Background: an optimization exercise with open tools, aiming at small area, a short achievable clock period and few clock cycles per item. Do not read the settings as production practice.
In this exercise RTL edits were held to simulation tests only and were not proved equivalent to the original.
Power and IR drop assume default switching activity.

`config.mk`:
```
export PLATFORM = sky130hd
export DESIGN_NAME = ternary_min_heap_queue
export DESIGN_NICKNAME = ternary_min_heap_queue
export VERILOG_FILES = /design/flow/design.v
export SDC_FILE = /design/flow/constraint.sdc
export NUM_CORES = 4
export LEC_CHECK = 0
export CAP_MARGIN = 20
export CORE_MARGIN = 2
export CORE_UTILIZATION = 40
export SLEW_MARGIN = 20
```
`constraint.sdc`:
```
create_clock -name core_clock -period 7.5 [get_ports {clk}]
set_input_delay 1.5000 -clock core_clock [delete_from_list [all_inputs] [get_ports {clk}]]
set_output_delay 1.5000 -clock core_clock [all_outputs]
set_load 0.01 [all_outputs]
```
`design.v`:
```
`timescale 1ns / 1ps
package tmhq_pkg;
  localparam int PRIO_BITS   = 32;
  localparam int IO_TAG_BITS = 16;
  localparam int COUNT_BITS  = 7;
  localparam logic ACT_INSERT = 1'b0;
  localparam logic ACT_REMOVE = 1'b1;
  typedef enum logic [1:0] {
    ST_INSERTED = 2'd0,
    ST_REMOVED  = 2'd1,
    ST_EMPTY    = 2'd2,
    ST_FULL     = 2'd3
  } status_t;
  typedef enum logic [3:0] {
    S_IDLE,
    S_DISPATCH,
    S_RM_ROOT,
    S_RM_LAST,
    S_UP_LEVEL,
    S_UP_CMP,
    S_DN_LEVEL,
    S_DN_SCAN,
    S_DN_DEC,
    S_FINISH
  } state_t;
endpackage
`timescale 1ns / 1ps
import tmhq_pkg::*;
module ternary_min_heap_queue #(
  parameter int CAPACITY = 64,
  parameter int TAG_BITS = 16
) (
  input  logic        clk,
  input  logic        rst,
  input  logic        s_tvalid,
  output logic        s_tready,
  input  logic [47:0] s_tdata,    
  input  logic [0:0]  s_tuser,    
  output logic        m_tvalid,
  input  logic        m_tready,
  output logic [55:0] m_tdata,    
  output logic [1:0]  m_tuser     
);
  localparam int AW = (CAPACITY > 1) ? $clog2(CAPACITY) : 1;   
  localparam int CW = $clog2(CAPACITY + 1);                     
  localparam int XW = AW + 2;                                   
  localparam int EW = PRIO_BITS + TAG_BITS;                     
  localparam int RS = AW + 1;
  localparam int unsigned RECIP = ((1 << RS) + 2) / 3;
  localparam int PW = AW + RS;
  tmhq_pkg::state_t state;
  tmhq_pkg::state_t state_next;
  logic                act;
  logic [EW-1:0]       cur;
  logic [EW-1:0]       best;
  logic [AW-1:0]       best_addr;
  logic [AW-1:0]       pos;
  logic [AW-1:0]       par_addr;
  logic [AW-1:0]       kaddr;
  logic [1:0]          kidx;
  logic [CW-1:0]       count;
  tmhq_pkg::status_t   res_status;
  logic [PRIO_BITS-1:0]   res_prio;
  logic [IO_TAG_BITS-1:0] res_tag;
  logic [EW-1:0] mem [CAPACITY];
  logic [EW-1:0] rdata;
  logic          rd_en;
  logic [AW-1:0] rd_addr;
  logic          wr_en;
  logic [AW-1:0] wr_addr;
  logic [EW-1:0] wr_data;
  logic [PRIO_BITS-1:0] cmp_a;
  logic [PRIO_BITS-1:0] cmp_b;
  logic                 cmp_less;
  logic [PW-1:0] par_prod;
  logic [AW-1:0] parent;
  logic [XW-1:0] first_x;
  logic          first_ok;
  logic [XW-1:0] next_k;
  logic          next_ok;
  logic          out_free;
  assign s_tready = (state == S_IDLE);
  assign out_free = !m_tvalid || m_tready;
  assign par_prod = PW'(pos - AW'(1)) * PW'(RECIP);
  assign parent   = par_prod[PW-1:RS];
  assign first_x  = (XW'(pos) << 1) + XW'(pos) + XW'(1);
  assign first_ok = first_x < XW'(count);
  assign next_k   = XW'(kaddr) + XW'(1);
  assign next_ok  = (kidx != 2'd2) && (next_k < XW'(count));
  assign cmp_less = $signed(cmp_a) < $signed(cmp_b);
  always_ff @(posedge clk) begin
    if (wr_en) begin
      mem[wr_addr] <= wr_data;
    end
    if (rd_en) begin
      rdata <= mem[rd_addr];
    end
  end
  always_comb begin
    state_next = state;
    case (state)
      S_IDLE: begin
        if (s_tvalid) state_next = S_DISPATCH;
      end
      S_DISPATCH: begin
        if (act == ACT_INSERT) begin
          state_next = (count >= CW'(CAPACITY)) ? S_FINISH : S_UP_LEVEL;
        end else begin
          state_next = (count == '0) ? S_FINISH : S_RM_ROOT;
        end
      end
      S_RM_ROOT: begin
        state_next = (count == CW'(1)) ? S_FINISH : S_RM_LAST;
      end
      S_RM_LAST:  state_next = S_DN_LEVEL;
      S_UP_LEVEL: state_next = (pos == '0) ? S_FINISH : S_UP_CMP;
      S_UP_CMP:   state_next = cmp_less ? S_UP_LEVEL : S_FINISH;
      S_DN_LEVEL: state_next = first_ok ? S_DN_SCAN : S_FINISH;
      S_DN_SCAN:  state_next = next_ok ? S_DN_SCAN : S_DN_DEC;
      S_DN_DEC:   state_next = cmp_less ? S_DN_LEVEL : S_FINISH;
      S_FINISH: begin
        if (out_free) state_next = S_IDLE;
      end
      default:    state_next = S_IDLE;
    endcase
  end
  always_comb begin
    rd_en   = 1'b0;
    rd_addr = '0;
    wr_en   = 1'b0;
    wr_addr = pos;
    wr_data = cur;
    cmp_a   = cur[PRIO_BITS-1:0];
    cmp_b   = rdata[PRIO_BITS-1:0];
    case (state)
      S_DISPATCH: begin
        if (act == ACT_REMOVE && count != '0) rd_en = 1'b1;
      end
      S_RM_ROOT: begin
        if (count != CW'(1)) begin
          rd_en   = 1'b1;
          rd_addr = AW'(count - CW'(1));
        end
      end
      S_UP_LEVEL: begin
        if (pos != '0) begin
          rd_en   = 1'b1;
          rd_addr = parent;
        end else begin
          wr_en = 1'b1;
        end
      end
      S_UP_CMP: begin
        wr_en   = 1'b1;
        wr_data = cmp_less ? rdata : cur;
      end
      S_DN_LEVEL: begin
        if (first_ok) begin
          rd_en   = 1'b1;
          rd_addr = first_x[AW-1:0];
        end else begin
          wr_en = 1'b1;
        end
      end
      S_DN_SCAN: begin
        cmp_a = rdata[PRIO_BITS-1:0];
        cmp_b = best[PRIO_BITS-1:0];
        if (next_ok) begin
          rd_en   = 1'b1;
          rd_addr = next_k[AW-1:0];
        end
      end
      S_DN_DEC: begin
        cmp_a   = best[PRIO_BITS-1:0];
        cmp_b   = cur[PRIO_BITS-1:0];
        wr_en   = 1'b1;
        wr_data = cmp_less ? best : cur;
      end
      default: begin
      end
    endcase
  end
  always_ff @(posedge clk) begin
    if (rst) begin
      state <= S_IDLE;
    end else begin
      state <= state_next;
    end
  end
  always_ff @(posedge clk) begin
    if (rst) begin
      count    <= '0;
      m_tvalid <= 1'b0;
    end else begin
      if (state == S_FINISH && out_free) begin
        m_tvalid <= 1'b1;
      end else if (m_tready) begin
        m_tvalid <= 1'b0;
      end
      case (state)
        S_DISPATCH: begin
          if (act == ACT_INSERT && count < CW'(CAPACITY)) count <= count + CW'(1);
        end
        S_RM_ROOT: count <= count - CW'(1);
        default: begin
        end
      endcase
    end
  end
  always_ff @(posedge clk) begin
    case (state)
      S_IDLE: begin
        if (s_tvalid) begin
          act      <= s_tuser[0];
          cur      <= {TAG_BITS'(s_tdata[47:32]), s_tdata[31:0]};
          res_prio <= '0;
          res_tag  <= '0;
        end
      end
      S_DISPATCH: begin
        if (act == ACT_INSERT) begin
          if (count >= CW'(CAPACITY)) begin
            res_status <= ST_FULL;
          end else begin
            res_status <= ST_INSERTED;
            pos        <= AW'(count);
          end
        end else begin
          res_status <= (count == '0) ? ST_EMPTY : ST_REMOVED;
        end
      end
      S_RM_ROOT: begin
        res_prio <= rdata[PRIO_BITS-1:0];
        res_tag  <= IO_TAG_BITS'(rdata[EW-1:PRIO_BITS]);
      end
      S_RM_LAST: begin
        cur <= rdata;
        pos <= '0;
      end
      S_UP_LEVEL: par_addr <= parent;
      S_UP_CMP: begin
        if (cmp_less) pos <= par_addr;
      end
      S_DN_LEVEL: begin
        kaddr <= first_x[AW-1:0];
        kidx  <= 2'd0;
      end
      S_DN_SCAN: begin
        if (kidx == 2'd0 || cmp_less) begin
          best      <= rdata;
          best_addr <= kaddr;
        end
        if (next_ok) begin
          kaddr <= next_k[AW-1:0];
          kidx  <= kidx + 2'd1;
        end
      end
      S_DN_DEC: begin
        if (cmp_less) pos <= best_addr;
      end
      S_FINISH: begin
        if (out_free) begin
          m_tdata <= {1'b0, COUNT_BITS'(count), res_tag, res_prio};
          m_tuser <= res_status;
        end
      end
      default: begin
      end
    endcase
  end
endmodule
```
`run.sh`:
```
#!/bin/bash
# synth_recipe.tcl (not shown) runs the flow's synth.tcl, then flattens the netlist and writes it again
# the make line also repeats each setting of config.mk as NAME=value (left out here)
make -C /OpenROAD-flow-scripts/flow DESIGN_CONFIG=/design/flow/config.mk WORK_HOME=/design/flow/orfs CLKGATE_MAP_FILE= SYNTH_SCRIPT=/design/flow/synth_recipe.tcl finish
```
==> results.txt <==
==> cell usage after synthesis, types with 4 or more instances <==
master and n:
sky130_fd_sc_hd__nor3_1 11, sky130_fd_sc_hd__o22ai_1 5, sky130_fd_sc_hd__or3_1 5, sky130_fd_sc_hd__fa_1 10, sky130_fd_sc_hd__edfxtp_1 3350, sky130_fd_sc_hd__nor2b_1 9, sky130_fd_sc_hd__nand2b_1 11, sky130_fd_sc_hd__and3_1 12
sky130_fd_sc_hd__and2_1 53, sky130_fd_sc_hd__a22o_1 33, sky130_fd_sc_hd__buf_6 11, sky130_fd_sc_hd__xor2_1 7, sky130_fd_sc_hd__buf_1 27, sky130_fd_sc_hd__xnor2_1 19, sky130_fd_sc_hd__or4_1 7, sky130_fd_sc_hd__inv_1 52
sky130_fd_sc_hd__o21ai_0 323, sky130_fd_sc_hd__mux2_2 48, sky130_fd_sc_hd__a22oi_1 83, sky130_fd_sc_hd__nor2_1 643, sky130_fd_sc_hd__clkbuf_1 228, sky130_fd_sc_hd__and4_1 28, sky130_fd_sc_hd__ha_1 94, sky130_fd_sc_hd__nand4_1 319
sky130_fd_sc_hd__a32oi_1 314, sky130_fd_sc_hd__o21ai_1 16, sky130_fd_sc_hd__a211o_1 4, sky130_fd_sc_hd__a21oi_1 59, sky130_fd_sc_hd__a21o_1 15, sky130_fd_sc_hd__a211oi_1 42, sky130_fd_sc_hd__a32o_1 27, sky130_fd_sc_hd__nand4b_1 15
sky130_fd_sc_hd__mux2i_1 368, sky130_fd_sc_hd__o31ai_1 5, sky130_fd_sc_hd__dfxtp_1 12, sky130_fd_sc_hd__a31oi_1 137, sky130_fd_sc_hd__nand3_1 542, sky130_fd_sc_hd__a222oi_1 8, sky130_fd_sc_hd__a311oi_1 8, sky130_fd_sc_hd__buf_2 245
sky130_fd_sc_hd__o211ai_1 5, sky130_fd_sc_hd__buf_4 61, sky130_fd_sc_hd__nand2_1 1978
==> final timing paths <==
check                   start         end  slack (ns)  cells after the start
hold reg to reg   res_prio[5]  m_tdata[5]        0.40                      0
setup reg to reg       pos[1]   rdata[34]        0.17                     24
setup / recovery       pos[1]   rdata[34]        0.17                     24
hold / removal    res_prio[5]  m_tdata[5]        0.40                      0
==> flip-flops by register name (all words and copies together), names as in the netlist, 4 cells and up <==
name,count
res_tag,16
pos,6
cur,48
m_tdata,55
rdata,48
best,48
kaddr,6
par_addr,6
state,4
best_addr,6
res_prio,32
mem,3072
count,7
==> metrics by stage <==
| step | instances | hold WS (ns) | cell area [um2] |
|---|---|---|---|
| floorplan | 9322 | 0.400 | 133000 |
| global placement | 13600 | 0.401 | 143000 |
| detailed placement | 13600 | 0.405 | 143000 |
| CTS | 14200 | 0.405 | 153000 |
| global route | 14300 | 0.403 | 153000 |
| finish | 14300 | 0.405 | 153000 |
==> what timing repair did <==
action / 4_1_cts / 5_1_grt
gates resized for setup: 0 / 1
endpoints found under the setup margin: 0 / 1
endpoints found under the hold margin: 0 / 0
hold buffers: 0 / 0
==> where the power goes <==
group	internal (mW)	switching [mW]	leakage [nW]	total (mW)
Sequential	24.0	0.890	30.3	24.9
Combinational	7.73	18.6	16.5	26.3
Clock	9.18	7.13	5.14	16.3
Total	40.9	26.6	51.9	67.5
==> cells by family after synthesis <==
logic type	synth area share
AND/OR/NAND/NOR	0.119
flip-flops	0.756
AO/OA/AOI/OAI	0.0591
buffers and inverters	0.0224
multiplexers	0.0316
adder cells (fa/ha/maj)	0.0103
XOR/XNOR	0.00171
other	0.0000281
==> layout by cell type, fill, tap and decap left out, types with 33 or more instances in the layout <==
| cell | netlist | final |
|---|---|---|
| sky130_fd_sc_hd__a211oi_1 | 42 | 41 |
| sky130_fd_sc_hd__a21oi_1 | 59 | 58 |
| sky130_fd_sc_hd__a22o_1 | 33 | 33 |
| sky130_fd_sc_hd__a22oi_1 | 83 | 83 |
| sky130_fd_sc_hd__a31oi_1 | 137 | 137 |
| sky130_fd_sc_hd__a32oi_1 | 314 | 314 |
| sky130_fd_sc_hd__and2_1 | 53 | 53 |
| sky130_fd_sc_hd__buf_12 | 0 | 114 |
| sky130_fd_sc_hd__buf_4 | 61 | 272 |
| sky130_fd_sc_hd__clkbuf_1 | 228 | 72 |
| sky130_fd_sc_hd__clkbuf_16 | 0 | 345 |
| sky130_fd_sc_hd__clkdlybuf4s50_1 | 0 | 111 |
| sky130_fd_sc_hd__clkinv_1 | 0 | 75 |
| sky130_fd_sc_hd__clkinv_2 | 0 | 66 |
| sky130_fd_sc_hd__edfxtp_1 | 3350 | 3350 |
| sky130_fd_sc_hd__ha_1 | 94 | 94 |
| sky130_fd_sc_hd__inv_1 | 52 | 52 |
| sky130_fd_sc_hd__mux2_2 | 48 | 48 |
| sky130_fd_sc_hd__mux2i_1 | 368 | 368 |
| sky130_fd_sc_hd__nand2_1 | 1978 | 1975 |
| sky130_fd_sc_hd__nand3_1 | 542 | 541 |
| sky130_fd_sc_hd__nand4_1 | 319 | 319 |
| sky130_fd_sc_hd__nor2_1 | 643 | 578 |
| sky130_fd_sc_hd__nor2_4 | 1 | 67 |
| sky130_fd_sc_hd__o21ai_0 | 323 | 275 |
| sky130_fd_sc_hd__o21ai_4 | 0 | 48 |
==> cell type report <==
type,count,area share
antenna,10,0.000163
clock buffer,418,0.0581
clock inverter,191,0.0102
inverter,53,0.00130
multi-input combinational,5332,0.201
sequential,3362,0.657
tap,4387,0.0358
timing repair buffer,504,0.0367
==> critical path, cell delays in order (launching register included) <==
cell	delay (ns)
sky130_fd_sc_hd__edfxtp_1	0.48
sky130_fd_sc_hd__inv_1	0.19
sky130_fd_sc_hd__ha_1	0.22
sky130_fd_sc_hd__and2b_2	0.22
sky130_fd_sc_hd__o22ai_1	0.12
sky130_fd_sc_hd__or2_1	0.35
sky130_fd_sc_hd__ha_1	0.33
sky130_fd_sc_hd__ha_1	0.28
sky130_fd_sc_hd__inv_1	0.05
sky130_fd_sc_hd__fa_1	0.48
sky130_fd_sc_hd__inv_1	0.06
sky130_fd_sc_hd__fa_1	0.47
sky130_fd_sc_hd__ha_1	0.38
sky130_fd_sc_hd__nand2_1	0.11
sky130_fd_sc_hd__a21o_1	0.21
sky130_fd_sc_hd__a2111oi_0	0.57
sky130_fd_sc_hd__buf_4	0.23
sky130_fd_sc_hd__a2111o_1	0.17
sky130_fd_sc_hd__o211a_4	0.53
sky130_fd_sc_hd__buf_12	0.27
sky130_fd_sc_hd__a32oi_1	0.12
sky130_fd_sc_hd__o211ai_1	0.16
sky130_fd_sc_hd__o22ai_1	0.21
sky130_fd_sc_hd__a211oi_1	0.65
sky130_fd_sc_hd__nand4_1	0.17
==> layer usage <==
metal | global-route usage | up-vias | routed length [um]
met4 | 0.0818 | 2 | 15000
met2 | 0.390 | 4588 | 198000
li1 | - | 35800 | -
met3 | 0.0504 | 817 | 45200
met1 | 0.338 | 43300 | 168000
met5 | 0 | - | 7
==> summary.txt <==
Pwr
  • Overall power consumption: 67.5 mW
  • VDD IR max: 622 uV
  • Power per standard cell area: between 400 and 500 nW/um2
  • Leak Pwr: 51.9 nW

Floorplan
  • Count of boundary I/O pins: 113
  • Starting Density: 0.401
  • Die Outline Area: between 300000 and 400000 um2
  • Die boundary width: a little under 600 um
  • Row cnt: 212
  • Overall die height: 582 um
  • CORE AREA: approximately 330000 um2

Yosys
  • Number of synthesized flops with an enable pin: 3350
  • Cell count after synthesis: 9322
  • Post-synth net total: ~9500
  • Fraction of the yosys area taken by sequential cells: 0.756
  • Post-synth ARST share: 0
  • Top cells by area, synth: sky130_fd_sc_hd__edfxtp_1, sky130_fd_sc_hd__nand2_1, sky130_fd_sc_hd__mux2i_1
  • Synth area leader: sky130_fd_sc_hd__edfxtp_1
  • Share of Yosys cell area claimed by the top area cell type: 0.754
  • Number of distinct library cell variants in the gate-level netlist after synthesis: 90
  • #FFs+latches synth: 3362
  • Synthesized area per cell: 14.3 um2
  • Synthesized cell area: 133000 um2
  • Leading register cell type out of synthesis: sky130_fd_sc_hd__edfxtp_1
  • Yosys warning count: 1

Clocking
  • Number of H-tree branching levels: 5
  • Buffers inserted during post-CTS setup optimization: 0
  • Largest buffer count on any clock path: 4
  • CTS Sinks: 3362
  • Clk slew on worst S/H paths: 0.06 ns
  • Worst-skew pair later-pin latency: 0.92 ns
  • CTS tree: built
  • Cell chosen for the clock root: sky130_fd_sc_hd__clkbuf_16
  • Number of buffers created by CTS: 339

Route
  • Remaining routing DRC violations: 0
  • Number of search-and-repair iterations in the first detailed-routing pass: 6
  • Routed length per instance: 29.9 um
  • Via-per-instance ratio: just under 6
  • Routed wire length: 426 mm
  • Iteration-0 DRC count of the detailed router: 11600
  • Total number of vias: between 80000 and 90000
  • Number of nets with antenna violations after detailed routing: 0

Global routing
  • Antenna violations before repair: 19
  • Total global-route track usage: 0.246
  • Largest net degree at the start of global routing: roughly 120
  • Gr ovfl total: 0
  • Wire length of the first global-routing pass: 600 mm
  • Number of global-route vias before repair: 79700

Min path
  • Hold Crit Class: register to register

Timing
  • Setup clock skew after layout: 0.0707 ns
  • Worst Tran Pin Value: about 1.2 ns
  • Final critical delay including setup and external delays: 7.33 ns
  • Final setup violation count: 0
  • Final Hold Viols: 0
  • FMAX: 137 MHz
  • Portion of the clock cycle consumed by the worst path in the final layout: 0.977
  • Relative slew margins: 0.201
  • Total negative slack for setup checks: 0 ns
  • Unrepaired setup endpoints after global routing: no
  • Total count of max-transition violations in the final report: 0
  • Setup slack of the critical path after layout: 0.174 ns

Place
  • Final GP Congestion: 0.871
  • Total half-perimeter wirelength after legalization and detailed placement: approximately 240 mm
  • Setup WS pre-CTS: 0.471 ns
  • Port buffer count: about 110

Final layout
  • Area used by multi-input combinational logic: 30800 um2
  • Number of nets in the layout: 9749
  • Share of layout cells above drive strength 1: 0.108
  • Final cell utilization of the core: 0.461
  • Register Area: 101000 um2
  • Layout fillers: 28300
  • Area growth from synthesis to layout: 15.0%

Status
  • Status: finished clean

Setup path
  • Worst endpoint required time: about 8 ns
  • Critical Path Fanout Max: 18
  • Setup crit end kind: register
  • CP Launch Type: register
  • Arrival time of the worst setup path: 7.95 ns
  • Crit Path Category: register to register

Run
  • Number of max-cap violations: 0
Testbench counts, summed over its fixed seeds: cycles 232,444, items 16,000.

-- separate check: timing with driven ports --
In the flow no input, the clock included, has a driving cell. The finished layout below was timed again as built, in two steps.
Step 1: set_driving_cell puts a clkbuf_16 on clk and a buf_2 on each other input, an assumption about the parent block.
Step 2 also shifts input and output timing later by t, the mid clock arrival at the registers, as if the neighbouring blocks saw the same clock.
Slacks: ideal ports / drivers / drivers and shift; pairs: ideal ports / drivers.
shift t [ns]: 0.992
setup slack, ns: 0.174 / 0.174 / 0.174
latest minus earliest clock arrival (ns): 0.072 / 0.071
worst data-port slew with drivers (ns): 0.15
After both steps this run still meets setup and hold. For this run, drivers alone change the setup slack by 0.000 ns; drivers and shift together by 0.000 ns.
